This is an optimization exercise on Yosys and OpenROAD, whose aim is small area and a short achievable clock period, not a production implementation.
RTL that was checked went through simulation tests only; none was proved equivalent to the original.
The RTL of runs 3 and 4 was laid out without a check of its function.
Power figures rest on the tool's default switching activity, not on a simulated workload.

[flow/run.sh]
#!/bin/bash
# synth_recipe.tcl (not shown) runs the flow's synth.tcl, then flattens the netlist and writes it again
# the make line also repeats each setting of config.mk as NAME=value (left out here)
make -C /OpenROAD-flow-scripts/flow DESIGN_CONFIG=/design/flow/config.mk WORK_HOME=/design/flow/orfs CLKGATE_MAP_FILE= SYNTH_SCRIPT=/design/flow/synth_recipe.tcl finish
[flow/config.mk]
export PLATFORM = sky130hd
export DESIGN_NAME = hot_tracker_top
export DESIGN_NICKNAME = hot_tracker_top
export VERILOG_FILES = /design/flow/design.v
export SDC_FILE = /design/flow/constraint.sdc
export NUM_CORES = 4
export LEC_CHECK = 0
export CAP_MARGIN = 20
export CORE_MARGIN = 2
export CORE_UTILIZATION = 40
export SLEW_MARGIN = 20
export SYNTH_HIERARCHICAL = 1
export SYNTH_MINIMUM_KEEP_SIZE = 0
[flow/constraint.sdc]
create_clock -name core_clock -period 24.0 [get_ports {clk_400mhz}]
set_input_delay 4.8000 -clock core_clock [delete_from_list [all_inputs] [get_ports {clk_400mhz}]]
set_output_delay 4.8000 -clock core_clock [all_outputs]
set_load 0.01 [all_outputs]
[flow/design.v]
package hot_tracker_pkg;
  localparam int ADDR_SIZE  = 33;                     
  localparam int DATA_SIZE  = 22;                     
  localparam int PAGE_SHIFT = ADDR_SIZE - DATA_SIZE;  
  localparam int CNT_SIZE   = 13;                     
  localparam int CMD_WIDTH  = 4;                      
  localparam int TOP_K           = 5;  
  localparam int DEF_NUM_ENTRY   = 8;  
  localparam int DEF_MIG_CREDITS = 2;  
  typedef logic [ADDR_SIZE-1:0] addr_t;  
  typedef logic [DATA_SIZE-1:0] page_t;  
  typedef logic [CNT_SIZE-1:0]  cnt_t;   
  typedef logic [CMD_WIDTH-1:0] cmd_t;   
endpackage
`timescale 1ns/100ps
module access_filter (
  input  logic                   clk_400mhz,
  input  logic                   rstn,
  input  hot_tracker_pkg::addr_t araddr,
  input  logic                   arvalid,
  input  logic                   arready,
  input  hot_tracker_pkg::addr_t csr_addr_lb,
  input  hot_tracker_pkg::addr_t csr_addr_ub,
  output logic                   mem_chan_rd_en
);
  hot_tracker_pkg::addr_t lb_r;
  hot_tracker_pkg::addr_t ub_r;
  logic                   loaded;    
  logic                   in_range;
  always_ff @(posedge clk_400mhz or negedge rstn) begin
    if (!rstn) loaded <= 1'b0;
    else       loaded <= 1'b1;
  end
  always_ff @(posedge clk_400mhz) begin
    lb_r <= csr_addr_lb;
    ub_r <= csr_addr_ub;
  end
  assign in_range       = loaded ? ((araddr >= lb_r) && (araddr <= ub_r)) : (araddr == '0);
  assign mem_chan_rd_en = arvalid & arready & in_range;
endmodule
`timescale 1ns/100ps
module page_match #(
  parameter int PW = hot_tracker_pkg::DATA_SIZE - 1
) (
  input  logic [PW-1:0] a,
  input  logic [PW-1:0] b,
  input  logic          valid,
  output logic          hit
);
  assign hit = valid & (a == b);
endmodule
module hot_tracker_bank #(
  parameter  int NUM_ENTRY = hot_tracker_pkg::DEF_NUM_ENTRY,
  localparam int CW        = hot_tracker_pkg::CNT_SIZE,
  localparam int PW        = hot_tracker_pkg::DATA_SIZE - 1
) (
  input  logic                      clk_400mhz,
  input  logic                      rstn,
  input  logic                      upd_en,      
  input  logic [PW-1:0]             page,        
  input  logic [NUM_ENTRY-1:0]      clr,         
  output logic [NUM_ENTRY-1:0]      valid,
  output logic [NUM_ENTRY*CW-1:0]   cnt_flat,
  output logic [NUM_ENTRY*PW-1:0]   page_flat
);
  logic [PW-1:0]        page_tab [NUM_ENTRY];
  logic [CW-1:0]        cnt_tab  [NUM_ENTRY];
  logic [NUM_ENTRY-1:0] hit;           
  logic                 any_hit;
  logic [NUM_ENTRY-1:0] alloc;
  logic [NUM_ENTRY-1:0] cnt_we;
  logic [NUM_ENTRY:0]   full_below;    
  logic [CW-1:0]        cnt_rd;        
  logic                 sat;
  logic [CW-1:0]        cnt_wr;        
  for (genvar i = 0; i < NUM_ENTRY; i++) begin : g_match
    page_match #(.PW(PW)) u_match (
      .a     (page_tab[i]),
      .b     (page),
      .valid (valid[i]),
      .hit   (hit[i])
    );
  end
  assign any_hit = |hit;
  always_comb begin
    cnt_rd = '0;
    for (int i = 0; i < NUM_ENTRY; i++) cnt_rd = cnt_rd | (cnt_tab[i] & {CW{hit[i]}});
  end
  assign sat    = &cnt_rd;
  assign cnt_wr = cnt_rd + 1'b1;
  always_comb begin
    full_below[0] = 1'b1;
    for (int i = 0; i < NUM_ENTRY; i++) begin
      full_below[i+1] = full_below[i] & valid[i];
      alloc[i]        = upd_en & ~any_hit & ~valid[i] & full_below[i];
      cnt_we[i]       = (upd_en & hit[i] & ~sat) | alloc[i];
    end
  end
  always_ff @(posedge clk_400mhz or negedge rstn) begin
    if (!rstn) valid <= '0;
    else       valid <= (valid & ~clr) | alloc;
  end
  for (genvar i = 0; i < NUM_ENTRY; i++) begin : g_ent
    always_ff @(posedge clk_400mhz) begin
      if (!valid[i]) page_tab[i] <= page;
      if (cnt_we[i]) cnt_tab[i]  <= cnt_wr;
    end
    assign cnt_flat[i*CW +: CW]  = cnt_tab[i];
    assign page_flat[i*PW +: PW] = page_tab[i];
  end
endmodule
`timescale 1ns/100ps
module max_stage #(
  parameter int N = 16
) (
  input  logic [N-1:0] cand,
  input  logic [N-1:0] cbit,
  output logic [N-1:0] cand_o
);
  logic any;
  assign any    = |(cand & cbit);
  assign cand_o = cand & (cbit | {N{~any}});
endmodule
module mig_addr_selector #(
  parameter  int NUM_ENTRY   = hot_tracker_pkg::DEF_NUM_ENTRY,
  parameter  int MIG_CREDITS = hot_tracker_pkg::DEF_MIG_CREDITS,
  localparam int CW          = hot_tracker_pkg::CNT_SIZE,
  localparam int PW          = hot_tracker_pkg::DATA_SIZE - 1,
  localparam int N           = 2 * NUM_ENTRY,
  localparam int IDX_W       = $clog2(N)
) (
  input  logic                    clk_400mhz,
  input  logic                    rstn,
  input  logic                    query_en,
  input  hot_tracker_pkg::cmd_t   query_cmd,
  input  logic                    mig_credit,
  input  logic [N-1:0]            valid,       
  input  logic [N*CW-1:0]         cnt_flat,    
  input  logic [N*PW-1:0]         page_flat,   
  output logic                    busy,
  output logic [N-1:0]            clr,
  output logic                    query_ready,
  output logic                    mig_addr_en,
  output hot_tracker_pkg::addr_t  mig_addr
);
  localparam int CRED_W = $clog2(MIG_CREDITS + 1);
  logic [2:0]        remain;
  logic [2:0]        k_clamped;
  logic [CRED_W-1:0] credits;
  logic              accept;
  logic              any_valid;
  logic              emit;
  logic [N-1:0]      cand;
  logic [N-1:0]      sel;
  logic [N-1:0]      sel_r;        
  logic [PW-1:0]     mig_page;
  assign query_ready = ~busy;
  assign accept      = query_en & ~busy;
  assign k_clamped   = (query_cmd > 4'd5) ? 3'd5 : query_cmd[2:0];
  assign any_valid   = |valid;
  logic [N-1:0] cand_b [CW+1];
  assign cand_b[CW] = valid;
  for (genvar b = CW - 1; b >= 0; b--) begin : g_srch
    logic [N-1:0] cbit;
    for (genvar i = 0; i < N; i++) begin : g_bit
      assign cbit[i] = cnt_flat[i*CW + b];
    end
    max_stage #(.N(N)) u_stage (.cand(cand_b[b+1]), .cbit(cbit), .cand_o(cand_b[b]));
  end
  assign cand = cand_b[0];
  always_comb begin
    logic seen;
    seen = 1'b0;
    sel  = '0;
    for (int i = 0; i < N; i++) begin
      sel[i] = cand[i] & ~seen;
      seen   = seen | cand[i];
    end
  end
  assign emit = busy & any_valid & (credits != '0);
  assign clr  = emit ? sel : '0;
  always_ff @(posedge clk_400mhz or negedge rstn) begin
    if (!rstn) begin
      busy <= 1'b0;
    end else if (accept) begin
      busy <= (k_clamped != '0);
    end else if (busy) begin
      if (!any_valid || (emit && remain == 3'd1)) busy <= 1'b0;
    end
  end
  always_ff @(posedge clk_400mhz) begin
    if (accept)    remain <= k_clamped;
    else if (emit) remain <= remain - 1'b1;
  end
  always_ff @(posedge clk_400mhz or negedge rstn) begin
    if (!rstn) begin
      credits     <= CRED_W'(MIG_CREDITS);
      mig_addr_en <= 1'b0;
    end else begin
      credits     <= credits - CRED_W'(emit) + CRED_W'(mig_credit);
      mig_addr_en <= emit;
    end
  end
  always_ff @(posedge clk_400mhz) sel_r <= sel;
  always_comb begin
    mig_page = '0;
    for (int i = 0; i < N; i++) mig_page = mig_page | (page_flat[i*PW +: PW] & {PW{sel_r[i]}});
  end
  assign mig_addr = {mig_page, |sel_r[N-1:NUM_ENTRY], {hot_tracker_pkg::PAGE_SHIFT{1'b0}}};
endmodule
`timescale 1ns/100ps
module hot_tracker_top #(
  parameter int NUM_ENTRY   = hot_tracker_pkg::DEF_NUM_ENTRY,
  parameter int MIG_CREDITS = hot_tracker_pkg::DEF_MIG_CREDITS
) (
  input  logic                   clk_400mhz,
  input  logic                   rstn,
  input  hot_tracker_pkg::addr_t araddr,
  input  logic                   arvalid,
  input  logic                   arready,
  input  hot_tracker_pkg::addr_t csr_addr_lb,
  input  hot_tracker_pkg::addr_t csr_addr_ub,
  input  logic                   query_en,
  input  hot_tracker_pkg::cmd_t  query_cmd,
  input  logic                   mig_credit,
  output logic                   mem_chan_rd_en,
  output logic                   query_ready,
  output logic                   mig_addr_en,
  output hot_tracker_pkg::addr_t mig_addr
);
  localparam int CW = hot_tracker_pkg::CNT_SIZE;
  localparam int PW = hot_tracker_pkg::DATA_SIZE - 1;
  localparam int PS = hot_tracker_pkg::PAGE_SHIFT;
  logic                     busy;
  logic [2*NUM_ENTRY-1:0]   valid;
  logic [2*NUM_ENTRY-1:0]   clr;
  logic [2*NUM_ENTRY*CW-1:0] cnt_flat;
  logic [2*NUM_ENTRY*PW-1:0] page_flat;
  logic                     upd_even, upd_odd;
  access_filter u_access_filter (
    .clk_400mhz     (clk_400mhz),
    .rstn           (rstn),
    .araddr         (araddr),
    .arvalid        (arvalid),
    .arready        (arready),
    .csr_addr_lb    (csr_addr_lb),
    .csr_addr_ub    (csr_addr_ub),
    .mem_chan_rd_en (mem_chan_rd_en)
  );
  assign upd_even = mem_chan_rd_en & ~busy & ~araddr[PS];
  assign upd_odd  = mem_chan_rd_en & ~busy &  araddr[PS];
  hot_tracker_bank #(.NUM_ENTRY(NUM_ENTRY)) u_even_bank (
    .clk_400mhz (clk_400mhz),
    .rstn       (rstn),
    .upd_en     (upd_even),
    .page       (araddr[hot_tracker_pkg::ADDR_SIZE-1:PS+1]),
    .clr        (clr[NUM_ENTRY-1:0]),
    .valid      (valid[NUM_ENTRY-1:0]),
    .cnt_flat   (cnt_flat[NUM_ENTRY*CW-1:0]),
    .page_flat  (page_flat[NUM_ENTRY*PW-1:0])
  );
  hot_tracker_bank #(.NUM_ENTRY(NUM_ENTRY)) u_odd_bank (
    .clk_400mhz (clk_400mhz),
    .rstn       (rstn),
    .upd_en     (upd_odd),
    .page       (araddr[hot_tracker_pkg::ADDR_SIZE-1:PS+1]),
    .clr        (clr[2*NUM_ENTRY-1:NUM_ENTRY]),
    .valid      (valid[2*NUM_ENTRY-1:NUM_ENTRY]),
    .cnt_flat   (cnt_flat[2*NUM_ENTRY*CW-1:NUM_ENTRY*CW]),
    .page_flat  (page_flat[2*NUM_ENTRY*PW-1:NUM_ENTRY*PW])
  );
  mig_addr_selector #(
    .NUM_ENTRY   (NUM_ENTRY),
    .MIG_CREDITS (MIG_CREDITS)
  ) u_mig_addr_selector (
    .clk_400mhz  (clk_400mhz),
    .rstn        (rstn),
    .query_en    (query_en),
    .query_cmd   (query_cmd),
    .mig_credit  (mig_credit),
    .valid       (valid),
    .cnt_flat    (cnt_flat),
    .page_flat   (page_flat),
    .busy        (busy),
    .clr         (clr),
    .query_ready (query_ready),
    .mig_addr_en (mig_addr_en),
    .mig_addr    (mig_addr)
  );
endmodule
==> impl_summary.log, run 1 <==
[metrics] DRC errors left: 0
[metrics] r2r setup slk: 8.30 ns
[metrics] Boundary Pins: 145
[metrics] effective utilization at floorplan: 0.402
[metrics] Worst Setup Path Type: reg2reg
[metrics] Avg WL per Cell: 29.6 µm
[metrics] detailed-route wire length: about 110000 µm
[metrics] static leakage: 13.6 nW
[metrics] slowest cell on the critical path: sky130_fd_sc_hd__and4_1
[metrics] Period minus WS final: 15.70 ns
[metrics] Core Region: 78600 µm²
[metrics] max-slew violation count: 0
[metrics] Reg clk slew, reported paths: 0.06 ns
[metrics] sequential area share after synthesis: 0.588
[metrics] Register-to-Register Path Depth: 56
[metrics] post-cts resize count: 0
[metrics] Post-DP HPWL: 73400 µm
[metrics] Netlist Area Pre-Place: ~32000 µm²
[metrics] global-route usage over all layers: 0.262
[metrics] Post-synth ARST share: 0.0323
[metrics] Synth Register Bits: between 600 and 700
[metrics] transition time of the tightest slew-check pin: 1.12 ns
[metrics] worst clock skew on the final layout: slightly below 0.03 ns
[metrics] timing-limited maximum frequency: 63.7 MHz
[metrics] hold endpoint: u_mig_addr_selector.credits[1]$_DFF_PN1_
[metrics] worst min-delay path category: reg2reg
[metrics] Port Buffers: 133
[metrics] Hold-fix buffers, CTS: 0
[metrics] kind of capture point of the worst setup path: register
[metrics] clk root buf: sky130_fd_sc_hd__clkbuf_16
[metrics] Vias: 22400
[metrics] worst-path fanout max: 16
[metrics] via count of the first global-routing pass: 22300
[metrics] Worst R2R Start: u_even_bank.valid[2]$_DFF_PN0_
[metrics] Critical Path Max Stage Delay: 0.59 ns
[metrics] reg2reg end: u_odd_bank.valid[4]$_DFF_PN0_
[metrics] last weighted congestion value of the routability-driven placer: between 0.9 and 1
[metrics] width of the die: 285 µm
[metrics] result of the run: no timing/DRC/antenna violations
[metrics] maximum number of buffers from clock root to sink: 3
[metrics] Synth-to-Final Area Change: 15.8%
[metrics] cell row count: 103
[metrics] count of nets left with antenna violations after detail routing: 0
[metrics] Worst path most repeated cell: sky130_fd_sc_hd__and4_1
[metrics] setup_tns: 0 ns
[metrics] cell area power density: roughly 110 nW/µm²
[metrics] number of DRC markers in iteration 0: 2514
[metrics] worst endpoint required time: ~24 ns
[metrics] Startpoint Class: register
[metrics] Ys Warns: 15
[metrics] number of distinct standard cells referenced by the synthesized netlist: 65
[metrics] worst hold slack: approximately 0.50 ns
[metrics] largest net degree at the start of global routing: 36
[metrics] number of violations of the max-capacitance limit: 0
[metrics] clock tree from TritonCTS: done
[metrics] relative max-transition margin: 0.246
[metrics] Worst IR Drop VDD: 0.0571 mV
[metrics] Tot Pwr: 3.87 mW
[metrics] CTS Buf Count: 76
[metrics] number of enable-type register cells in the synthesized netlist: 547
[metrics] fraction of the cycle the final worst path needs: 0.654
[metrics] syn avg cell area: 13.6 µm²
[metrics] Die ar.: 81300 µm²
[metrics] leading register cell type out of synthesis: sky130_fd_sc_hd__edfxtp_1
[metrics] number of setup buffers added after CTS: 0
[metrics] final setup slack of the worst path: ~8.3 ns
[metrics] CP Data Arrival Time: 16.18 ns
[metrics] setup repair after global routing missed its margin: false
[metrics] clock latency at the later pin of the worst-skew pair: 0.65 ns
[metrics] post-synthesis instance total: 2330
[metrics] number of antenna violations at the first check in global routing: 2
[metrics] Ant. Diodes: 0
[metrics] source of the worst hold timing path: u_mig_addr_selector.credits[1]$_DFF_PN1_
[metrics] Final setup violation count: 0
[metrics] first-pass GRT wire length: 156000 µm
[metrics] number of H-tree levels: 3
[metrics] filler instances: 7025
[metrics] hold violation count in the final report: 0
[metrics] first drt pass iteration count: 6
[metrics] worst hold path depth: 1
[metrics] total congestion overflow: 0
[metrics] vias per cell: about 6.1
[metrics] layout cell share with drive strength beyond 1: 0.104
[metrics] floorplan die height: 285 µm
[metrics] layout net count: between 2000 and 3000
[metrics] Setup Slack @ Placement: 8.59 ns
[metrics] total number of clock tree sinks: 650
## cell families (layout without fill, tap and decap cells)
kind of cell / Yosys count / in the layout / synth area share
AO/OA/AOI/OAI: 685 / 685 / 0.170
flip-flops: 650 / 650 / 0.588
AND/OR/NAND/NOR: 381 / 381 / 0.0789
XOR/XNOR: 359 / 359 / 0.0994
buffers and inverters: 179 / 450 / 0.0346
adder cells (fa/ha/maj): 72 / 72 / 0.0285
other: 2 / 12 / 0.000238
multiplexers: 2 / 2 / 0.000633
## worst max path at each step
stage | from | endpoint | slack [ns] | cells past startpoint
3_3_place_gp | u_even_bank.valid[5]$_DFF_PN0_ | u_odd_bank.valid[3]$_DFF_PN0_ | 8.97 | 56
5_1_grt | u_even_bank.valid[2]$_DFF_PN0_ | u_odd_bank.valid[2]$_DFF_PN0_ | 7.24 | 56
4_1_cts | u_even_bank.valid[2]$_DFF_PN0_ | u_odd_bank.valid[3]$_DFF_PN0_ | 8.56 | 56
6_report | u_even_bank.valid[2]$_DFF_PN0_ | u_odd_bank.valid[4]$_DFF_PN0_ | 8.30 | 56
2_1_floorplan | u_even_bank.valid[5]$_DFF_PN0_ | u_odd_bank.valid[4]$_DFF_PN0_ | 11.07 | 82
3_5_place_dp | u_even_bank.valid[2]$_DFF_PN0_ | u_odd_bank.valid[3]$_DFF_PN0_ | 8.59 | 56
## worst max-delay path, delay by kind of cell, from the launching register on
| family | cells | cell delay, ns |
|---|---|---|
| and+or+nand+nor | 16 | 7.39 |
| AOI/OAI and AO/OA | 40 | 7.57 |
| DFF | 1 | 0.55 |
## per-layer routing
metal / vias to the layer above / part of all wire / global-route usage
met4: 2 / 0.036 / 0.0928
met2: 1191 / 0.47 / 0.423
met3: 228 / 0.084 / 0.0426
li1: 9724 / - / -
met5: - / 0.00013 / 0
met1: 11300 / 0.41 / 0.359
## cell usage in the layout (no fill, tap or decap), drive strengths merged, types with 4 or more instances in the layout
master	count
dfxtp	82
a221oi	136
xnor2	24
buf	102
nor2b	4
nor2	37
xor2	335
clkinv	36
nor3b	9
a211oi	5
a22o	136
edfxtp	547
and2	14
and4	23
nand2	38
and3	9
a21oi	25
conb	12
a2111oi	4
clkdlybuf4s50	117
a22oi	105
o21ai	43
nor4	104
nand4	86
a21o	9
ha	72
nor3	9
inv	92
nand2b	4
clkbuf	97
o21a	209
bufinv	4
nand3	30
dfrtp	20
## per-module statistics from Yosys (local to each module, per instance), excerpt
module / cells / flip-flops and latches / times used / cell area (µm²)
hot_tracker_top: 2 / 0 / 1 / 21.3
access_filter: 315 / 67 / 1 / 3100
## sequential cells by signal, indices dropped and copies added (netlist names)
signal	count
u_even_bank.valid	8
u_mig_addr_selector.sel_r	16
u_odd_bank.cnt_tab	104
u_odd_bank.valid	8
u_access_filter.loaded	1
u_access_filter.lb_r	33
u_even_bank.page_tab	168
u_mig_addr_selector.credits	2
u_mig_addr_selector.remain	3
u_mig_addr_selector.mig_addr_en	1
u_even_bank.cnt_tab	104
u_odd_bank.page_tab	168
u_mig_addr_selector.busy	1
u_access_filter.ub_r	33
## area by class of cell
| type | instances | area [µm²] | area share |
|---|---|---|---|
| Sequential cell | 650 | 18600 | 0.508 |
| Multi-Input combinational cell | 1511 | 12000 | 0.328 |
| Clock buffer | 96 | 2060 | 0.0562 |
| Timing Repair Buffer | 220 | 1920 | 0.0525 |
| Tap cell | 1050 | 1310 | 0.0359 |
| Clock inverter | 45 | 394 | 0.0108 |
| Inverter | 89 | 334 | 0.00912 |
## cells in the mapped netlist, types with 4 or more instances
| library cell | number | area share |
|---|---|---|
| sky130_fd_sc_hd__a211oi_1 | 5 | 0.0012 |
| sky130_fd_sc_hd__edfxtp_1 | 547 | 0.52 |
| sky130_fd_sc_hd__nand4_2 | 8 | 0.0032 |
| sky130_fd_sc_hd__buf_12 | 13 | 0.0082 |
| sky130_fd_sc_hd__nor3b_2 | 6 | 0.0024 |
| sky130_fd_sc_hd__dfrtp_1 | 20 | 0.016 |
| sky130_fd_sc_hd__nand4_4 | 4 | 0.0027 |
| sky130_fd_sc_hd__nor2_1 | 37 | 0.0044 |
| sky130_fd_sc_hd__buf_1 | 8 | 0.00095 |
| sky130_fd_sc_hd__ha_1 | 72 | 0.028 |
| sky130_fd_sc_hd__buf_6 | 15 | 0.0053 |
| sky130_fd_sc_hd__a21o_1 | 9 | 0.0021 |
| sky130_fd_sc_hd__and4_1 | 17 | 0.0047 |
| sky130_fd_sc_hd__a21oi_1 | 25 | 0.0040 |
| sky130_fd_sc_hd__nor3_1 | 7 | 0.0011 |
| sky130_fd_sc_hd__o21ai_1 | 20 | 0.0032 |
| sky130_fd_sc_hd__and2_1 | 14 | 0.0028 |
| sky130_fd_sc_hd__and3_1 | 9 | 0.0018 |
| sky130_fd_sc_hd__buf_4 | 26 | 0.0062 |
| sky130_fd_sc_hd__clkbuf_1 | 28 | 0.0033 |
| sky130_fd_sc_hd__o21ai_0 | 23 | 0.0036 |
| sky130_fd_sc_hd__nand2b_1 | 4 | 0.00079 |
| sky130_fd_sc_hd__o21a_1 | 209 | 0.050 |
| sky130_fd_sc_hd__a22oi_1 | 99 | 0.024 |
| sky130_fd_sc_hd__nand3_1 | 28 | 0.0044 |
| sky130_fd_sc_hd__a221oi_1 | 136 | 0.038 |
| sky130_fd_sc_hd__xor2_1 | 335 | 0.093 |
| sky130_fd_sc_hd__and4_4 | 6 | 0.0021 |
| sky130_fd_sc_hd__nor2b_1 | 4 | 0.00079 |
| sky130_fd_sc_hd__a22oi_2 | 6 | 0.0024 |
| sky130_fd_sc_hd__nor4_1 | 100 | 0.020 |
| sky130_fd_sc_hd__inv_1 | 89 | 0.011 |
| sky130_fd_sc_hd__a22o_1 | 136 | 0.038 |
| sky130_fd_sc_hd__xnor2_1 | 24 | 0.0066 |
| sky130_fd_sc_hd__nand4_1 | 74 | 0.015 |
| sky130_fd_sc_hd__nand2_1 | 38 | 0.0045 |
| sky130_fd_sc_hd__nor4_4 | 4 | 0.0027 |
| sky130_fd_sc_hd__dfxtp_1 | 82 | 0.052 |
## per-stage QoR
step	cell area, µm²	std cells	utilization
floorplan	31700	2340	-
global placement	34100	3518	0.434
detailed placement	34100	3519	0.434
CTS	36600	3660	0.465
global route	36600	3661	0.466
finish	36600	3661	0.466
## power breakdown
part           switching (mW)  leakage, nW  internal, mW
Sequential              0.148         6.74          1.44
Clock                   0.485         1.21         0.658
Combinational           0.683         5.64         0.454
Total                    1.32         13.6          2.55
==> run 2: changes to the inputs <==
--- a/flow/design.v
+++ b/flow/design.v
@@ -121,6 +121,21 @@
   assign any    = |(cand & cbit);
   assign cand_o = cand & (cbit | {N{~any}});
 endmodule
+module max_stage2 #(
+  parameter int N = 16
+) (
+  input  logic [N-1:0] cand,
+  input  logic [N-1:0] chi,
+  input  logic [N-1:0] clo,
+  output logic [N-1:0] cand_o
+);
+  logic any_hi, any_lo, any_both, any_lo_only;
+  assign any_hi      = |(cand & chi);
+  assign any_both    = |(cand & chi & clo);
+  assign any_lo_only = |(cand & clo);
+  assign any_lo      = any_hi ? any_both : any_lo_only;
+  assign cand_o      = cand & (chi | {N{~any_hi}}) & (clo | {N{~any_lo}});
+endmodule
 module mig_addr_selector #(
   parameter  int NUM_ENTRY   = hot_tracker_pkg::DEF_NUM_ENTRY,
   parameter  int MIG_CREDITS = hot_tracker_pkg::DEF_MIG_CREDITS,
@@ -158,14 +173,19 @@
   assign accept      = query_en & ~busy;
   assign k_clamped   = (query_cmd > 4'd5) ? 3'd5 : query_cmd[2:0];
   assign any_valid   = |valid;
+  logic [N-1:0] cbit   [CW];
   logic [N-1:0] cand_b [CW+1];
-  assign cand_b[CW] = valid;
-  for (genvar b = CW - 1; b >= 0; b--) begin : g_srch
-    logic [N-1:0] cbit;
-    for (genvar i = 0; i < N; i++) begin : g_bit
-      assign cbit[i] = cnt_flat[i*CW + b];
+  for (genvar b = 0; b < CW; b++) begin : g_cbit
+    for (genvar i = 0; i < N; i++) begin : g_ent
+      assign cbit[b][i] = cnt_flat[i*CW + b];
     end
-    max_stage #(.N(N)) u_stage (.cand(cand_b[b+1]), .cbit(cbit), .cand_o(cand_b[b]));
+  end
+  assign cand_b[CW] = valid;
+  for (genvar b = CW - 1; b >= 1; b -= 2) begin : g_srch2
+    max_stage2 #(.N(N)) u_stage (.cand(cand_b[b+1]), .chi(cbit[b]), .clo(cbit[b-1]), .cand_o(cand_b[b-1]));
+  end
+  if (CW % 2 == 1) begin : g_srch1
+    max_stage #(.N(N)) u_stage (.cand(cand_b[1]), .cbit(cbit[0]), .cand_o(cand_b[0]));
   end
   assign cand = cand_b[0];
   always_comb begin
==> impl_summary.log, run 2 <==
[metrics] cell area power density: 104 nW/µm² (-1.7%)
[metrics] CTS Buf Count: 73 (-3.9%)
[metrics] worst-path fanout max: 35 (+19)
[metrics] number of distinct standard cells referenced by the synthesized netlist: 71 (+9.2%)
[metrics] final cell count without fillers: 3686 (+0.68%)
[metrics] Ant. Diodes: 0 (unchanged)
[metrics] filler instances: 7063 (+0.54%)
[metrics] syn avg cell area: 13.4 µm² (-1.1%)
[metrics] Boundary Pins: 145 (unchanged)
[metrics] Hold-fix buffers, CTS: 0 (unchanged)
[metrics] Post-synth ARST share: 0.0323 (unchanged)
[metrics] Worst Setup Path Type: in2out
[metrics] Core Region: 78900 µm² (+0.33%)
[metrics] clock tree from TritonCTS: done
[metrics] Post-DP HPWL: 75100 µm (+2.3%)
[metrics] registers with the highest flip-flop counts: u_even_bank.page_tab (168), u_odd_bank.page_tab (168)
[metrics] commonest non-fill, non-tap cell in the layout: sky130_fd_sc_hd__edfxtp_1
[metrics] setup repair after global routing missed its margin: false
[metrics] number of placed cells counting well taps: 3558 (+1.1%)
[metrics] largest cells by area after synthesis: sky130_fd_sc_hd__edfxtp_1, sky130_fd_sc_hd__xor2_1, sky130_fd_sc_hd__dfxtp_1, sky130_fd_sc_hd__a22oi_1, sky130_fd_sc_hd__a221oi_1
[metrics] largest net degree at the start of global routing: 36 (unchanged)
[metrics] maximum number of buffers from clock root to sink: 3 (unchanged)
[metrics] timing-limited maximum frequency: 77.5 MHz (+22%)
[metrics] total number of clock tree sinks: 650 (unchanged)
[metrics] post-synthesis share of cell area spent on and, or, nand and nor gates: 0.104 (+0.0250)
[metrics] footprint of the multi-input gates: 12500 µm² (+4.0%)
[metrics] total congestion overflow: 0 (unchanged)
[metrics] sequential area share after synthesis: 0.584 (-0.00388)
[metrics] vias per cell: 6.39 (+4.5%)
[metrics] Reg clk slew, reported paths: 0.05 ns (about the same)
[metrics] most frequent cell after synthesis: sky130_fd_sc_hd__edfxtp_1
[metrics] number of DRC markers in iteration 0: 2946 (+17%)
[metrics] fraction of synthesized cell area in xor and xnor cells: 0.0988 (-0.000657)
[metrics] static leakage: 13.5 nW (-0.63%)
[metrics] number of setup buffers added after CTS: 0 (unchanged)
[metrics] Die ar.: 81800 µm² (+0.65%)
[metrics] width of the die: 286 µm (+0.33%)
[metrics] clk root buf: sky130_fd_sc_hd__clkbuf_16
[metrics] commonest cells after routing, fill and taps aside: sky130_fd_sc_hd__edfxtp_1, sky130_fd_sc_hd__xor2_1, sky130_fd_sc_hd__a22oi_1
[metrics] max-slew violation count: 0 (unchanged)
[metrics] Port Buffers: 133 (unchanged)
[metrics] layout cell share with drive strength beyond 1: 0.110 (+0.00546)
[metrics] fraction of the cycle the final worst path needs: 0.538 (-0.116)
[metrics] last weighted congestion value of the routability-driven placer: 0.934 (-0.30%)
[metrics] global-route usage over all layers: 0.262 (-0.000318)
[metrics] portion of netlist area occupied by mux cells: 0.000629 (-0.00000418)
[metrics] Startpoint Class: input pin
[metrics] worst clock skew on the final layout: 0.0452 ns (+0.0157 ns)
[metrics] Period minus WS final: 12.90 ns (-2.79 ns)
[metrics] area share of the largest cell type after synthesis: 0.516 (-0.00343)
[metrics] Vias: 23600 (+5.2%)
[metrics] Final setup violation count: 0 (unchanged)
[metrics] number of antenna violations at the first check in global routing: 1 (-1)
[metrics] via count of the first global-routing pass: 23000 (+3.2%)
[metrics] dominant combinational cell family by area after synthesis: compound AO/OA/AOI/OAI gates
[metrics] kind of capture point of the worst setup path: output pin
[metrics] number of enable-type register cells in the synthesized netlist: 547 (unchanged)
[metrics] transition time of the tightest slew-check pin: 1.11 ns (-0.00607 ns)
[metrics] sequential cell area in the final layout: 18600 µm² (unchanged)
[metrics] DRC errors left: 0 (unchanged)
[metrics] Avg WL per Cell: 29.7 µm (+0.41%)
[metrics] floorplan die height: 286 µm (+0.33%)
[metrics] detailed-route wire length: 110000 µm (+1.1%)
[metrics] leading register cell type out of synthesis: sky130_fd_sc_hd__edfxtp_1
[metrics] worst min-delay path category: reg2reg
[metrics] Synth Register Bits: 650 (unchanged)
[metrics] clock latency at the later pin of the worst-skew pair: 0.62 ns (-0.03 ns)
[metrics] first-pass GRT wire length: 158000 µm (+1.2%)
[metrics] effective utilization at floorplan: 0.404 (+0.00135)
[metrics] adder-cell share of the synthesized area: 0.0283 (-0.000188)
[metrics] Worst IR Drop VDD: 0.0663 mV (+16%)
[metrics] Ys Warns: 17 (+2)
[metrics] result of the run: no timing/DRC/antenna violations
[metrics] first drt pass iteration count: 6 (unchanged)
[metrics] number of H-tree levels: 3 (unchanged)
[metrics] Synth area leader: sky130_fd_sc_hd__edfxtp_1
[metrics] most used standard cells in the synthesized netlist: sky130_fd_sc_hd__edfxtp_1, sky130_fd_sc_hd__xor2_1, sky130_fd_sc_hd__a22oi_1
[metrics] worst endpoint required time: 19.20 ns (-5.29 ns)
[metrics] post-synthesis instance total: 2372 (+1.8%)
[metrics] setup_tns: 0 ns (unchanged)
[metrics] CP Data Arrival Time: 8.10 ns (-8.08 ns)
[metrics] compound-cell area share of the yosys netlist: 0.158 (-0.0113)
[metrics] cell row count: 103 (unchanged)
[metrics] layout net count: 2764 (+1.3%)
[metrics] relative max-transition margin: 0.250 (+0.00408)
[metrics] count of nets left with antenna violations after detail routing: 0 (unchanged)
[metrics] number of violations of the max-capacitance limit: 0 (unchanged)
[metrics] post-cts resize count: 0 (unchanged)
[metrics] Synth-to-Final Area Change: 15.4%
[metrics] hold violation count in the final report: 0 (unchanged)
[metrics] Netlist Area Pre-Place: 31800 µm² (+0.66%)
-- run 2: path summary, 6_finish.rpt --
check,startpoint,endpoint,slack (ns),depth (start not counted)
setup / recovery,araddr[29],mem_chan_rd_en,11.10,9
hold / removal,u_mig_addr_selector.credits[1]$_DFF_PN1_,u_mig_addr_selector.credits[1]$_DFF_PN1_,0.50,1
setup reg to reg,u_even_bank.valid[5]$_DFF_PN0_,u_odd_bank.valid[2]$_DFF_PN0_,11.21,43
hold reg to reg,u_mig_addr_selector.credits[1]$_DFF_PN1_,u_mig_addr_selector.credits[1]$_DFF_PN1_,0.50,1
max in group asynchronous,rstn,u_mig_addr_selector.credits[1]$_DFF_PN1_,19.09,2
min in group asynchronous,rstn,u_mig_addr_selector.mig_addr_en$_DFF_PN0_,4.59,2
-- run 2: metrics by stage --
| step | worst slack [ns] | area, µm² | hold slack [ns] | util | power (mW) |
|---|---|---|---|---|---|
| 6_report | 11.10 | 36700 | 0.502 | 0.466 | 3.81 |
| 5_1_grt | 10.42 | 36700 | 0.532 | 0.466 | 3.95 |
| 4_1_cts | 11.08 | 36700 | 0.507 | 0.466 | 3.81 |
| 3_5_place_dp | 11.08 | 34500 | 0.495 | 0.437 | 2.74 |
| 3_3_place_gp | 11.09 | 34500 | 0.487 | 0.437 | 2.73 |
| 2_1_floorplan | 12.64 | 31900 | 0.475 | - | 2.16 |
-- run 2: kinds of logic after synthesis --
| group | after synthesis |
|---|---|
| DFF | 650 |
| AOI/OAI and AO/OA | 595 |
| and+or+nand+nor | 525 |
| xor gates and xnor gates | 359 |
| buffers and inverters | 167 |
| adders and majority gates | 72 |
| other | 2 |
| muxes | 2 |
-- run 2: cell type report --
type | count | share of cell area
Clock inverter | 36 | 0.00875
Inverter | 89 | 0.00909
Tap cell | 1050 | 0.0358
Timing Repair Buffer | 204 | 0.0484
Multi-Input combinational cell | 1565 | 0.340
Clock buffer | 92 | 0.0522
Sequential cell | 650 | 0.506
-- run 2: power by group --
part	leakage, nW	switching (mW)	internal, mW
combinational	5.68	0.711	0.430
sequential	6.74	0.159	1.44
clock	1.09	0.462	0.611
total	13.5	1.33	2.48
-- run 2: metal layers --
layer | track usage | share of wire
met5 | 0 | 0.00016
met4 | 0.116 | 0.046
met3 | 0.0591 | 0.10
met2 | 0.401 | 0.45
met1 | 0.357 | 0.41
-- run 2: Yosys stat by module, one instance, submodules excluded, excerpt --
module,times used,cells inside,flip-flops and latches
access_filter,1,315,67
hot_tracker_top,1,2,0
-- run 2: critical path: stages --
cell and delay, ns:
sky130_fd_sc_hd__clkdlybuf4s50_1 0.47, sky130_fd_sc_hd__buf_4 0.41, sky130_fd_sc_hd__ha_1 0.21, sky130_fd_sc_hd__nand4_1 0.15, sky130_fd_sc_hd__nor4_1 0.50, sky130_fd_sc_hd__nand3_1 0.13, sky130_fd_sc_hd__a2111oi_1 0.53, sky130_fd_sc_hd__a2bb2oi_1 0.29
sky130_fd_sc_hd__clkdlybuf4s50_1 0.60
==> run 3: changes to the inputs <==
--- a/flow/design.v
+++ b/flow/design.v
@@ -111,31 +111,65 @@
 endmodule
 `timescale 1ns/100ps
 module max_stage #(
-  parameter int N = 16
+  parameter int N = 8
 ) (
   input  logic [N-1:0] cand,
   input  logic [N-1:0] cbit,
-  output logic [N-1:0] cand_o
+  output logic [N-1:0] cand_o,
+  output logic         any
 );
-  logic any;
   assign any    = |(cand & cbit);
   assign cand_o = cand & (cbit | {N{~any}});
 endmodule
 module max_stage2 #(
-  parameter int N = 16
+  parameter int N = 8
 ) (
   input  logic [N-1:0] cand,
   input  logic [N-1:0] chi,
   input  logic [N-1:0] clo,
-  output logic [N-1:0] cand_o
+  output logic [N-1:0] cand_o,
+  output logic         any_hi,
+  output logic         any_lo
 );
-  logic any_hi, any_lo, any_both, any_lo_only;
+  logic any_both, any_lo_only;
   assign any_hi      = |(cand & chi);
   assign any_both    = |(cand & chi & clo);
   assign any_lo_only = |(cand & clo);
   assign any_lo      = any_hi ? any_both : any_lo_only;
   assign cand_o      = cand & (chi | {N{~any_hi}}) & (clo | {N{~any_lo}});
 endmodule
+module max_search #(
+  parameter int N  = 8,
+  parameter int CW = hot_tracker_pkg::CNT_SIZE
+) (
+  input  logic [N-1:0]    valid,
+  input  logic [N*CW-1:0] cnt_flat,
+  output logic [N-1:0]    cand,
+  output logic [CW-1:0]   max_cnt
+);
+  logic [N-1:0] cbit   [CW];
+  logic [N-1:0] cand_b [CW+1];
+  for (genvar b = 0; b < CW; b++) begin : g_cbit
+    for (genvar i = 0; i < N; i++) begin : g_ent
+      assign cbit[b][i] = cnt_flat[i*CW + b];
+    end
+  end
+  assign cand_b[CW] = valid;
+  for (genvar b = CW - 1; b >= 1; b -= 2) begin : g_srch2
+    max_stage2 #(.N(N)) u_stage (
+      .cand   (cand_b[b+1]),
+      .chi    (cbit[b]),
+      .clo    (cbit[b-1]),
+      .cand_o (cand_b[b-1]),
+      .any_hi (max_cnt[b]),
+      .any_lo (max_cnt[b-1])
+    );
+  end
+  if (CW % 2 == 1) begin : g_srch1
+    max_stage #(.N(N)) u_stage (.cand(cand_b[1]), .cbit(cbit[0]), .cand_o(cand_b[0]), .any(max_cnt[0]));
+  end
+  assign cand = cand_b[0];
+endmodule
 module mig_addr_selector #(
   parameter  int NUM_ENTRY   = hot_tracker_pkg::DEF_NUM_ENTRY,
   parameter  int MIG_CREDITS = hot_tracker_pkg::DEF_MIG_CREDITS,
@@ -173,21 +207,25 @@
   assign accept      = query_en & ~busy;
   assign k_clamped   = (query_cmd > 4'd5) ? 3'd5 : query_cmd[2:0];
   assign any_valid   = |valid;
-  logic [N-1:0] cbit   [CW];
-  logic [N-1:0] cand_b [CW+1];
-  for (genvar b = 0; b < CW; b++) begin : g_cbit
-    for (genvar i = 0; i < N; i++) begin : g_ent
-      assign cbit[b][i] = cnt_flat[i*CW + b];
-    end
-  end
-  assign cand_b[CW] = valid;
-  for (genvar b = CW - 1; b >= 1; b -= 2) begin : g_srch2
-    max_stage2 #(.N(N)) u_stage (.cand(cand_b[b+1]), .chi(cbit[b]), .clo(cbit[b-1]), .cand_o(cand_b[b-1]));
-  end
-  if (CW % 2 == 1) begin : g_srch1
-    max_stage #(.N(N)) u_stage (.cand(cand_b[1]), .cbit(cbit[0]), .cand_o(cand_b[0]));
-  end
-  assign cand = cand_b[0];
+  logic [NUM_ENTRY-1:0] cand_e, cand_o;
+  logic [CW-1:0]        max_e, max_o;
+  logic                 valid_e, valid_o, pick_even;
+  max_search #(.N(NUM_ENTRY)) u_search_even (
+    .valid    (valid[NUM_ENTRY-1:0]),
+    .cnt_flat (cnt_flat[NUM_ENTRY*CW-1:0]),
+    .cand     (cand_e),
+    .max_cnt  (max_e)
+  );
+  max_search #(.N(NUM_ENTRY)) u_search_odd (
+    .valid    (valid[N-1:NUM_ENTRY]),
+    .cnt_flat (cnt_flat[N*CW-1:NUM_ENTRY*CW]),
+    .cand     (cand_o),
+    .max_cnt  (max_o)
+  );
+  assign valid_e   = |valid[NUM_ENTRY-1:0];
+  assign valid_o   = |valid[N-1:NUM_ENTRY];
+  assign pick_even = valid_e & (~valid_o | (max_e >= max_o));
+  assign cand      = pick_even ? {{NUM_ENTRY{1'b0}}, cand_e} : {cand_o, {NUM_ENTRY{1'b0}}};
   always_comb begin
     logic seen;
     seen = 1'b0;
==> flow/flow/run.sh (new file) <==
#!/bin/bash
# Own layout flow: the standard ORFS flow (standard.sh, unchanged synthesis),
# with two changes to how the layout is optimised:
#  - port buffers use a regular buffer cell instead of the resizer's default pick
#  - timing repair aims for extra setup margin (the SDC and clock are unchanged)
# Each tool's full output stays in orfs/logs/...; make's own output goes to flow_make.log.
set -euo pipefail
export BUFFER_PORTS_ARGS="-buffer_cell sky130_fd_sc_hd__buf_1"
export SETUP_SLACK_MARGIN="${OWN_SETUP_MARGIN:-13}"
export TNS_END_PERCENT="${OWN_TNS_END:-10}"
bash standard.sh > flow_make.log 2>&1
==> flow/standard.sh (new file) <==
#!/bin/bash
# synth_recipe.tcl (not shown) runs the flow's synth.tcl, then flattens the netlist and writes it again
# the make line also repeats each setting of config.mk as NAME=value (left out here)
make -C /OpenROAD-flow-scripts/flow DESIGN_CONFIG=/design/flow/config.mk WORK_HOME=/design/flow/orfs CLKGATE_MAP_FILE= SYNTH_SCRIPT=/design/flow/synth_recipe.tcl "${@:-finish}"
--- a/flow/config.mk
+++ b/flow/config.mk
@@ -7,7 +7,10 @@
 export LEC_CHECK = 0
 export CAP_MARGIN = 20
 export CORE_MARGIN = 2
-export CORE_UTILIZATION = 40
+export CORE_UTILIZATION = 60
+export CTS_BUF_LIST = sky130_fd_sc_hd__clkbuf_16
+export CTS_CLUSTER_DIAMETER = 60
+export CTS_CLUSTER_SIZE = 24
 export SLEW_MARGIN = 20
 export SYNTH_HIERARCHICAL = 1
 export SYNTH_MINIMUM_KEEP_SIZE = 0
removed: flow/run.sh
==> impl_summary.log, run 3 <==
[metrics] result of the run: no timing/DRC/antenna violations
[metrics] worst hold path depth: 1 (unchanged)
[metrics] number of distinct standard cells referenced by the synthesized netlist: 70 (-1.4%)
[metrics] sequential area share after synthesis: 0.567 (-0.0170)
[metrics] source of the worst hold timing path: u_mig_addr_selector.credits[1]$_DFF_PN1_
[metrics] floorplan die height: 238 µm (-17%)
[metrics] Post-DP HPWL: 67800 µm (-9.8%)
[metrics] dominant combinational cell family by area after synthesis: compound AO/OA/AOI/OAI gates
[metrics] worst hold slack: 0.502 ns (-0.000151 ns)
[metrics] detailed-route wire length: 103000 µm (-5.8%)
[metrics] filler instances: 3938 (-44%)
[metrics] compound-cell area share of the yosys netlist: 0.153 (-0.00517)
[metrics] clk root buf: sky130_fd_sc_hd__clkbuf_16
[metrics] timing-limited maximum frequency: 85.5 MHz (+10%)
[metrics] setup_tns: 0 ns (unchanged)
[metrics] width of the die: 238 µm (-17%)
[metrics] first-pass GRT wire length: 151000 µm (-4.6%)
[metrics] via count of the first global-routing pass: 24500 (+6.3%)
[metrics] DRC errors left: 0 (unchanged)
[metrics] CP Data Arrival Time: 6.89 ns (-1.21 ns)
[metrics] Ys Warns: 18 (+1)
[metrics] layout net count: 3035 (+9.8%)
[metrics] largest net degree at the start of global routing: 36 (unchanged)
[metrics] most frequent cell after synthesis: sky130_fd_sc_hd__edfxtp_1
[metrics] hold endpoint: u_mig_addr_selector.credits[1]$_DFF_PN1_
[metrics] Period minus WS final: 11.69 ns (-1.21 ns)
[metrics] reg2reg end: u_even_bank.valid[0]$_DFF_PN0_
[metrics] Synth Register Bits: 650 (unchanged)
[metrics] worst endpoint required time: 19.20 ns (about the same)
[metrics] transition time of the tightest slew-check pin: 1.06 ns (-0.0567 ns)
[metrics] Netlist Area Pre-Place: 32800 µm² (+3.0%)
[metrics] Post-synth ARST share: 0.0323 (unchanged)
[metrics] most used standard cells in the synthesized netlist: sky130_fd_sc_hd__edfxtp_1, sky130_fd_sc_hd__xor2_1, sky130_fd_sc_hd__inv_1
[metrics] syn avg cell area: 12.3 µm² (-8.3%)
[metrics] post-synthesis share of cell area spent on and, or, nand and nor gates: 0.108 (+0.00458)
[metrics] Reg clk slew, reported paths: 0.08 ns (+0.03 ns)
[metrics] vias per cell: 6.99 (+9.3%)
[metrics] number of antenna violations at the first check in global routing: 4 (+3)
[metrics] cell area after layout: 36700 µm² (about the same)
[metrics] relative max-transition margin: 0.288 (+0.0382)
[metrics] total congestion overflow: 0 (unchanged)
[metrics] r2r setup slk: 13.39 ns (+2.18 ns)
[metrics] Register-to-Register Path Depth: 35 (-19%)
[metrics] final cell count without fillers: 3576 (-3.0%)
[metrics] global-route usage over all layers: 0.359 (+0.0973)
[metrics] area share of the largest cell type after synthesis: 0.501 (-0.0150)
[metrics] largest cells by area after synthesis: sky130_fd_sc_hd__edfxtp_1, sky130_fd_sc_hd__xor2_1, sky130_fd_sc_hd__dfxtp_1, sky130_fd_sc_hd__a22oi_1, sky130_fd_sc_hd__ha_1
[metrics] fraction of the cycle the final worst path needs: 0.487 (-0.0504)
[metrics] Die ar.: 56500 µm² (-31%)
[metrics] effective utilization at floorplan: 0.608 (+0.204)
[metrics] number of DRC markers in iteration 0: 3124 (+6.0%)
[metrics] Worst IR Drop VDD: 0.0681 mV (+2.7%)
[metrics] registers with the highest flip-flop counts: u_even_bank.page_tab (168), u_odd_bank.page_tab (168)
[metrics] worst min-delay path category: reg2reg
[metrics] leading register cell type out of synthesis: sky130_fd_sc_hd__edfxtp_1
[metrics] CTS Buf Count: 46 (-37%)
[metrics] last weighted congestion value of the routability-driven placer: 0.963 (+3.1%)
[metrics] number of placed cells counting well taps: 3480 (-2.2%)
[metrics] cell area power density: 87.8 nW/µm² (-15%)
[metrics] Final setup violation count: 0 (unchanged)
[metrics] Hold-fix buffers, CTS: 0 (unchanged)
[metrics] Vias: 25000 (+6.0%)
[metrics] commonest non-fill, non-tap cell in the layout: sky130_fd_sc_hd__edfxtp_1
[metrics] Worst R2R Start: u_even_bank.valid[3]$_DFF_PN0_
[metrics] adder-cell share of the synthesized area: 0.0324 (+0.00414)
[metrics] max-slew violation count: 0 (unchanged)
[metrics] number of enable-type register cells in the synthesized netlist: 547 (unchanged)
[metrics] fraction of synthesized cell area in xor and xnor cells: 0.0959 (-0.00287)
[metrics] cell row count: 85 (-17%)
[metrics] number of violations of the max-capacitance limit: 0 (unchanged)
[metrics] number of H-tree levels: 2 (-1)
[metrics] Core Region: 53900 µm² (-32%)
[metrics] layout cell share with drive strength beyond 1: 0.116 (+0.00672)
[metrics] Port Buffers: 133 (unchanged)
[metrics] hold violation count in the final report: 0 (unchanged)
[metrics] worst-path fanout max: 18 (-49%)
[metrics] clock latency at the later pin of the worst-skew pair: 0.64 ns (+0.02 ns)
[metrics] Synth area leader: sky130_fd_sc_hd__edfxtp_1
[metrics] commonest cells after routing, fill and taps aside: sky130_fd_sc_hd__edfxtp_1, sky130_fd_sc_hd__xor2_1, sky130_fd_sc_hd__inv_1
[metrics] setup repair after global routing missed its margin: true
[metrics] first drt pass iteration count: 6 (unchanged)
[metrics] static leakage: 13.4 nW (-0.83%)
[metrics] clock tree from TritonCTS: done
[metrics] post-synthesis instance total: 2663 (+12%)
[metrics] Avg WL per Cell: 28.8 µm (-2.9%)
[metrics] total number of clock tree sinks: 650 (unchanged)
[metrics] Synth-to-Final Area Change: 12.1%
[metrics] Worst Setup Path Type: in2out
[metrics] Boundary Pins: 145 (unchanged)
[metrics] Placement Cell Area: 34200 µm² (-0.78%)
[metrics] count of nets left with antenna violations after detail routing: 0 (unchanged)
[metrics] worst clock skew on the final layout: 0.0414 ns (-0.00384 ns)
[metrics] Startpoint Class: input pin
[metrics] maximum number of buffers from clock root to sink: 3 (unchanged)
[metrics] portion of netlist area occupied by mux cells: 0.000611 (-0.0000183)
[metrics] kind of capture point of the worst setup path: output pin
-- run 3: per-stage QoR --
step / util / total power [mW] / setup WS, ns
after floorplan: - / 1.99 / 12.84
after global placement: 0.635 / 2.34 / 11.60
after detailed placement: 0.635 / 2.36 / 11.52
after CTS: 0.675 / 3.20 / 12.38
after global routing: 0.681 / 3.32 / 12.15
final: 0.681 / 3.23 / 12.31
-- run 3: where the power goes --
group	switching [mW]	internal, mW
Clock	0.433	0.407
Combinational	0.567	0.259
Sequential	0.140	1.42
-- run 3: Yosys stat by module, one instance, submodules excluded, excerpt --
module | area (µm²) | cells
access_filter | 3100 | 315
hot_tracker_top | 21.3 | 2
-- run 3: what timing repair did --
action,4_1_cts,5_1_grt
gates resized for setup,79,43
setup buffers,4,2
setup endpoints to repair,1,25
pin swaps,8,8
cloned,2,1
-- run 3: how the worst max path moves through the flow --
stage / startpoint / endpoint / slack [ns] / cells after the start
after global placement: araddr[32] / mem_chan_rd_en / 11.60 / 8
after detailed placement: araddr[31] / mem_chan_rd_en / 11.52 / 8
after global routing: araddr[12] / mem_chan_rd_en / 12.15 / 10
after floorplan: araddr[6] / mem_chan_rd_en / 12.84 / 7
final: araddr[12] / mem_chan_rd_en / 12.31 / 10
after CTS: araddr[6] / mem_chan_rd_en / 12.38 / 10
-- run 3: worst max-delay path, stage by stage --
cell	delay, ns
sky130_fd_sc_hd__clkbuf_2	0.19
sky130_fd_sc_hd__buf_12	0.22
sky130_fd_sc_hd__ha_4	0.24
sky130_fd_sc_hd__a21oi_1	0.16
sky130_fd_sc_hd__a21oi_1	0.10
sky130_fd_sc_hd__o311a_1	0.37
sky130_fd_sc_hd__a2111oi_4	0.36
sky130_fd_sc_hd__a2bb2oi_2	0.18
sky130_fd_sc_hd__buf_6	0.14
sky130_fd_sc_hd__buf_2	0.13
-- run 3: layout make-up --
class,count,area [µm²],share of cell area
antenna,1,2.50,0.0000681
clock buffer,48,1200,0.0327
clock inverter,38,404,0.0110
inverter,213,800,0.0218
multi-input combinational,1720,13300,0.363
sequential,650,18600,0.506
tap,696,871,0.0237
timing repair buffer,210,1520,0.0413
-- run 3: cells by family (layout without fill, tap and decap cells) --
group	Yosys count	count (layout)
xor+xnor	359	359
mux	2	2
simple gates	562	562
other cells	2	13
fa+ha+maj	85	85
flops	650	650
buf+inv	303	509
compound gates	700	700
-- run 3: metal layers --
metal  routed length [µm]  vias to the layer above  track usage
met3                11100                      301       0.0829
met5                   20                        -            0
li1                     -                    10700            -
met2                48300                     1570        0.582
met1                39600                    12400        0.472
met4                 4230                        2        0.141
==> run 4: changes to the inputs <==
--- a/flow/design.v
+++ b/flow/design.v
@@ -13,6 +13,30 @@
   typedef logic [CMD_WIDTH-1:0] cmd_t;   
 endpackage
 `timescale 1ns/100ps
+module addr_ge #(
+  parameter int W = hot_tracker_pkg::ADDR_SIZE
+) (
+  input  logic [W-1:0] a,
+  input  logic [W-1:0] b,
+  output logic         ge
+);
+  logic [W-1:0] g, p;
+  always_comb begin
+    for (int i = 0; i < W; i++) begin
+      g[i] = a[i] & ~b[i];
+      p[i] = a[i] | ~b[i];
+    end
+    for (int s = 1; s < W; s = s * 2) begin
+      for (int i = W - 1; i >= 0; i--) begin
+        if ((i / s) % 2 == 1) begin
+          g[i] = g[i] | (p[i] & g[(i / s) * s - 1]);
+          p[i] = p[i] & p[(i / s) * s - 1];
+        end
+      end
+    end
+    ge = g[W-1] | p[W-1];
+  end
+endmodule
 module access_filter (
   input  logic                   clk_400mhz,
   input  logic                   rstn,
@@ -27,6 +51,7 @@
   hot_tracker_pkg::addr_t ub_r;
   logic                   loaded;    
   logic                   in_range;
+  logic                   above_lb, below_ub;
   always_ff @(posedge clk_400mhz or negedge rstn) begin
     if (!rstn) loaded <= 1'b0;
     else       loaded <= 1'b1;
@@ -35,7 +60,9 @@
     lb_r <= csr_addr_lb;
     ub_r <= csr_addr_ub;
   end
-  assign in_range       = loaded ? ((araddr >= lb_r) && (araddr <= ub_r)) : (araddr == '0);
+  addr_ge u_ge_lb (.a(araddr), .b(lb_r), .ge(above_lb));
+  addr_ge u_le_ub (.a(ub_r), .b(araddr), .ge(below_ub));
+  assign in_range       = loaded ? (above_lb & below_ub) : (araddr == '0);
   assign mem_chan_rd_en = arvalid & arready & in_range;
 endmodule
 `timescale 1ns/100ps
@@ -199,7 +226,6 @@
   logic              accept;
   logic              any_valid;
   logic              emit;
-  logic [N-1:0]      cand;
   logic [N-1:0]      sel;
   logic [N-1:0]      sel_r;        
   logic [PW-1:0]     mig_page;
@@ -222,19 +248,31 @@
     .cand     (cand_o),
     .max_cnt  (max_o)
   );
+  logic [CW:0] gt_acc, eq_acc;    
+  always_comb begin
+    gt_acc[CW] = 1'b0;
+    eq_acc[CW] = 1'b1;
+    for (int b = CW - 1; b >= 0; b--) begin
+      gt_acc[b] = gt_acc[b+1] | (eq_acc[b+1] & max_e[b] & ~max_o[b]);
+      eq_acc[b] = eq_acc[b+1] & (max_e[b] ~^ max_o[b]);
+    end
+  end
   assign valid_e   = |valid[NUM_ENTRY-1:0];
   assign valid_o   = |valid[N-1:NUM_ENTRY];
-  assign pick_even = valid_e & (~valid_o | (max_e >= max_o));
-  assign cand      = pick_even ? {{NUM_ENTRY{1'b0}}, cand_e} : {cand_o, {NUM_ENTRY{1'b0}}};
+  assign pick_even = valid_e & (~valid_o | gt_acc[0] | eq_acc[0]);
+  logic [NUM_ENTRY-1:0] first_e, first_o;
   always_comb begin
-    logic seen;
-    seen = 1'b0;
-    sel  = '0;
-    for (int i = 0; i < N; i++) begin
-      sel[i] = cand[i] & ~seen;
-      seen   = seen | cand[i];
+    logic seen_e, seen_o;
+    seen_e = 1'b0;
+    seen_o = 1'b0;
+    for (int i = 0; i < NUM_ENTRY; i++) begin
+      first_e[i] = cand_e[i] & ~seen_e;
+      first_o[i] = cand_o[i] & ~seen_o;
+      seen_e     = seen_e | cand_e[i];
+      seen_o     = seen_o | cand_o[i];
     end
   end
+  assign sel = pick_even ? {{NUM_ENTRY{1'b0}}, first_e} : {first_o, {NUM_ENTRY{1'b0}}};
   assign emit = busy & any_valid & (credits != '0);
   assign clr  = emit ? sel : '0;
   always_ff @(posedge clk_400mhz or negedge rstn) begin
--- a/flow/config.mk
+++ b/flow/config.mk
@@ -9,7 +9,7 @@
 export CORE_MARGIN = 2
 export CORE_UTILIZATION = 60
 export CTS_BUF_LIST = sky130_fd_sc_hd__clkbuf_16
-export CTS_CLUSTER_DIAMETER = 60
+export CTS_CLUSTER_DIAMETER = 120
 export CTS_CLUSTER_SIZE = 24
 export SLEW_MARGIN = 20
 export SYNTH_HIERARCHICAL = 1
==> impl_summary.log, run 4 <==
[metrics] result of the run: no timing/DRC/antenna violations
[metrics] top metal layer carrying routed signals: met5
[metrics] DRC errors left: 0 (unchanged)
[metrics] Synth-to-Final Area Change: 8.50%
[metrics] post-synthesis share of cell area spent on and, or, nand and nor gates: 0.118 (+0.00931)
[metrics] effective utilization at floorplan: 0.603 (-0.00469)
[metrics] number of enable-type register cells in the synthesized netlist: 547 (unchanged)
[metrics] total congestion overflow: 0 (unchanged)
[metrics] Worst IR Drop VDD: 0.0762 mV (+12%)
[metrics] worst hold slack: 0.511 ns (+0.00906 ns)
[metrics] first-pass GRT wire length: 150000 µm (-0.65%)
[metrics] static leakage: 12.5 nW (-6.4%)
[metrics] met3 WL: 11900 µm (+7.5%)
[metrics] hold violation count in the final report: 0 (unchanged)
[metrics] fraction of the core area covered by cells at the end of the flow: 0.655 (-0.0268)
[metrics] CTS Buf Count: 31 (-33%)
[metrics] fraction of the cycle the final worst path needs: 0.481 (-0.00608)
[metrics] number of distinct standard cells referenced by the synthesized netlist: 83 (+19%)
[metrics] Worst R2R Start: u_odd_bank.valid[0]$_DFF_PN0_
[metrics] setup_tns: 0 ns (unchanged)
[metrics] proportion of power drawn by the clock network: 0.193 (-0.068)
[metrics] floorplan die height: 236 µm (-0.67%)
[metrics] Ys Warns: 19 (+1)
[metrics] Period minus WS final: 11.55 ns (-0.146 ns)
[metrics] commonest cells after routing, fill and taps aside: sky130_fd_sc_hd__edfxtp_1, sky130_fd_sc_hd__xor2_1, sky130_fd_sc_hd__inv_1
[metrics] Vias: 24700 (-1.3%)
[metrics] Port Buffers: 133 (unchanged)
[metrics] width of the die: 236 µm (-0.67%)
[metrics] Final setup violation count: 0 (unchanged)
[metrics] Synth Register Bits: 650 (unchanged)
[metrics] internal power: 1.95 mW (-6.6%)
[metrics] worst endpoint required time: 19.20 ns (about the same)
[metrics] post-synthesis instance total: 2607 (-2.1%)
[metrics] vias per cell: 7.07 (+1.2%)
[metrics] Post-synth ARST share: 0.0323 (unchanged)
[metrics] largest net degree at the start of global routing: 39 (+8.3%)
[metrics] Critical path origin: araddr[25]
[metrics] Worst Setup Path Type: in2out
[metrics] Netlist Area Pre-Place: 32300 µm² (-1.4%)
[metrics] Hold-fix buffers, CTS: 0 (unchanged)
[metrics] fraction of synthesized cell area in xor and xnor cells: 0.0986 (+0.00268)
[metrics] commonest non-fill, non-tap cell in the layout: sky130_fd_sc_hd__edfxtp_1
[metrics] worst-path fanout max: 4 (-14)
[metrics] number of DRC markers in iteration 0: 3788 (+21%)
[metrics] layout cell share with drive strength beyond 1: 0.0866 (-0.0297)
[metrics] Synth area leader: sky130_fd_sc_hd__edfxtp_1
[metrics] maximum number of buffers from clock root to sink: 3 (unchanged)
[metrics] met1 routed wirelength after detailed routing: 40700 µm (+2.8%)
[metrics] number of violations of the max-capacitance limit: 0 (unchanged)
[metrics] Startpoint Class: input pin
[metrics] worst min-delay path category: reg2reg
[metrics] area share of the largest cell type after synthesis: 0.508 (+0.00690)
[metrics] dominant combinational cell family by area after synthesis: compound AO/OA/AOI/OAI gates
[metrics] largest cells by area after synthesis: sky130_fd_sc_hd__edfxtp_1, sky130_fd_sc_hd__xor2_1, sky130_fd_sc_hd__dfxtp_1, sky130_fd_sc_hd__a22oi_1, sky130_fd_sc_hd__a22o_1
[metrics] clock tree from TritonCTS: done
[metrics] worst clock skew on the final layout: 0.0328 ns (-0.00863 ns)
[metrics] sequential area share after synthesis: 0.575 (+0.00781)
[metrics] Post-DP HPWL: 68900 µm (+1.7%)
[metrics] final setup slack of the worst path: 12.45 ns (+0.146 ns)
[metrics] first drt pass iteration count: 6 (unchanged)
[metrics] Avg WL per Cell: 29.7 µm (+3.1%)
[metrics] last weighted congestion value of the routability-driven placer: 0.935 (-2.9%)
[metrics] clock latency at the later pin of the worst-skew pair: 0.66 ns (+0.02 ns)
[metrics] adder-cell share of the synthesized area: 0.00843 (-0.0240)
[metrics] count of nets left with antenna violations after detail routing: 0 (unchanged)
[metrics] cell row count: 85 (unchanged)
[metrics] total net switching power: 1.16 mW (+1.3%)
[metrics] clk root buf: sky130_fd_sc_hd__clkbuf_16
[metrics] detailed-route wire length: 104000 µm (+0.61%)
[metrics] layout net count: 2886 (-4.9%)
[metrics] timing-limited maximum frequency: 86.6 MHz (+1.3%)
[metrics] most frequent cell after synthesis: sky130_fd_sc_hd__edfxtp_1
[metrics] leading register cell type out of synthesis: sky130_fd_sc_hd__edfxtp_1
[metrics] max-slew violation count: 0 (unchanged)
[metrics] switching portion of total power: 0.373 (+0.0188)
[metrics] compound-cell area share of the yosys netlist: 0.155 (+0.00176)
[metrics] global-route usage over all layers: 0.361 (+0.00111)
[metrics] portion of netlist area occupied by mux cells: 0.00248 (+0.00187)
[metrics] source of the worst hold timing path: u_mig_addr_selector.credits[1]$_DFF_PN1_
[metrics] Die ar.: 55800 µm² (-1.3%)
[metrics] Boundary Pins: 145 (unchanged)
[metrics] registers with the highest flip-flop counts: u_even_bank.page_tab (168), u_odd_bank.page_tab (168)
[metrics] transition time of the tightest slew-check pin: 1.17 ns (+0.115 ns)
[metrics] number of antenna violations at the first check in global routing: 2 (-2)
[metrics] relative max-transition margin: 0.211 (-0.0774)
[metrics] Reg clk slew, reported paths: 0.10 ns (+0.02 ns)
[metrics] Setup Slack @ Placement: 11.86 ns (+0.339 ns)
[metrics] final cell count without fillers: 3490 (-2.4%)
[metrics] Core Region: 53600 µm² (-0.59%)
[metrics] number of H-tree levels: 1 (-1)
[metrics] setup repair after global routing missed its margin: true
[metrics] CP Data Arrival Time: 6.75 ns (-0.14 ns)
[metrics] cell area power density: 88.4 nW/µm² (+0.72%)
[metrics] total number of clock tree sinks: 650 (unchanged)
[metrics] sequential share of power: 0.515 (+0.032)
[metrics] portion of total power attributed to combinational logic: 0.292 (+0.036)
[metrics] via count of the first global-routing pass: 23600 (-3.7%)
[metrics] syn avg cell area: 12.4 µm² (+0.76%)
[metrics] r2r setup slk: 13.47 ns (+0.08 ns)
[metrics] Ant. Diodes: 0 (-1)
[metrics] kind of capture point of the worst setup path: output pin
[metrics] number of placed cells counting well taps: 3421 (-1.7%)
[metrics] met2 wire length: 47100 µm (-2.5%)
[metrics] most used standard cells in the synthesized netlist: sky130_fd_sc_hd__edfxtp_1, sky130_fd_sc_hd__xor2_1, sky130_fd_sc_hd__a22oi_1
## run 4: cell count changes in the layout (fill, tap and decap cells not counted), sizes merged, moves of 16 or more
cell | before | now
maj3 | 0 | 18
inv | 228 | 206
o21ai | 142 | 117
ha | 85 | 7
clkbuf | 67 | 45
nor2 | 70 | 45
a21oi | 30 | 14
nand2b | 5 | 39
## run 4: metrics by stage
step / area, µm² / power, mW
final: 35100 / 3.10
after global routing: 35100 / 3.20
after global placement: 33600 / 2.46
after detailed placement: 33600 / 2.48
after floorplan: 32400 / 2.08
after CTS: 34900 / 3.07
## run 4: cells by family (layout without fill, tap and decap cells)
group / count (synthesis) / count (layout)
AO/OA/AOI/OAI: 685 / 685
XOR/XNOR: 364 / 364
adder cells (fa/ha/maj): 25 / 25
buffers and inverters: 283 / 460
flip-flops: 650 / 650
multiplexers: 8 / 8
other: 2 / 12
AND/OR/NAND/NOR: 590 / 590
## run 4: per-module statistics from Yosys (local to each module, per instance), excerpt
module           times used  cells  flip-flops and latches  area (µm²)
access_filter             1     83                      67        1450
addr_ge                   2     95                       0         604
hot_tracker_top           1      2                       0        21.3
## run 4: final timing paths
| check | endpoint | cells past startpoint |
|---|---|---|
| max in group asynchronous | u_mig_addr_selector.credits[1]$_DFF_PN1_ | 2 |
| hold reg to reg | u_mig_addr_selector.credits[1]$_DFF_PN1_ | 1 |
| min in group asynchronous | u_mig_addr_selector.mig_addr_en$_DFF_PN0_ | 2 |
| hold / removal | u_mig_addr_selector.credits[1]$_DFF_PN1_ | 1 |
| setup reg to reg | u_odd_bank.valid[6]$_DFF_PN0_ | 34 |
| setup / recovery | mem_chan_rd_en | 11 |
## run 4: layout make-up
| type | instances | area [µm²] |
|---|---|---|
| Clock buffer | 31 | 776 |
| Clock inverter | 26 | 129 |
| Fill cell | 4086 | 18500 |
| Inverter | 192 | 721 |
| Multi-Input combinational cell | 1684 | 12500 |
| Sequential cell | 650 | 18600 |
| Tap cell | 696 | 871 |
| Timing Repair Buffer | 211 | 1490 |
## run 4: routing by layer
metal	GRT usage	up-vias
met4	0.122	2
met1	0.501	12200
met3	0.0748	291
met2	0.569	1617
li1	-	10600
met5	0	-
## run 4: what timing repair did
item / CTS / global route
pin swaps: 6 / 15
gates cloned: 3 / 3
setup endpoints to repair: 1 / 3
gates resized for setup: 47 / 41
buffers inserted: 6 / 0
## run 4: critical path: stages
cell	delay, ns
sky130_fd_sc_hd__clkbuf_4	0.17
sky130_fd_sc_hd__buf_12	0.14
sky130_fd_sc_hd__inv_2	0.05
sky130_fd_sc_hd__o221ai_4	0.20
sky130_fd_sc_hd__o221ai_2	0.14
sky130_fd_sc_hd__maj3_1	0.36
sky130_fd_sc_hd__o21bai_1	0.24
sky130_fd_sc_hd__nand4_1	0.12
sky130_fd_sc_hd__and3_1	0.18
sky130_fd_sc_hd__a31o_1	0.20
sky130_fd_sc_hd__buf_6	0.13
## run 4: power by group through the flow
stage               logic (mW)  clock network (mW)  registers (mW)
floorplan                0.523                   0            1.56
global placement         0.856                   0            1.61
detailed placement       0.865                   0            1.61
CTS                      0.875               0.605            1.59
global route             0.948               0.644            1.61
finish                   0.906               0.599            1.60

[static timing again, ports no longer ideal]
How much do the figures lean on ideal ports? The routed layouts below were timed once more, with nothing changed but the port constraints.
Step 1 (the two cells are an assumption about what drives the block):
set clk [get_ports {clk_400mhz}]
set_driving_cell -lib_cell sky130_fd_sc_hd__clkbuf_16 $clk
set_driving_cell -lib_cell sky130_fd_sc_hd__buf_2 [delete_from_list [all_inputs] $clk]
Step 2 times the ports against the registers' clock, not the clock port: input delays grow and output delays shrink by t, the midpoint of the rising clock arrivals with the driver on.
Three values: ideal, step 1, step 2; two values: the first two.
| run | t, ns | slack for setup (ns) | clock arrival spread, ns | pins driven straight from the clock port |
|---|---|---|---|---|
| run 1 | 0.698 | 8.303 / 8.303 / 8.303 | 0.030 / 0.029 | 1 |
| run 2 | 0.657 | 11.095 / 11.071 / 11.071 | 0.050 / 0.050 | 1 |
| run 3 | 0.684 | 12.306 / 12.283 / 12.283 | 0.044 / 0.044 | 1 |
| run 4 | 0.706 | 12.451 / 12.334 / 12.334 | 0.034 / 0.033 | 1 |
After both steps every run listed still meets setup and hold. For run 4, which loses most, drivers alone change the setup slack by -0.117 ns; drivers and shift together by -0.117 ns.
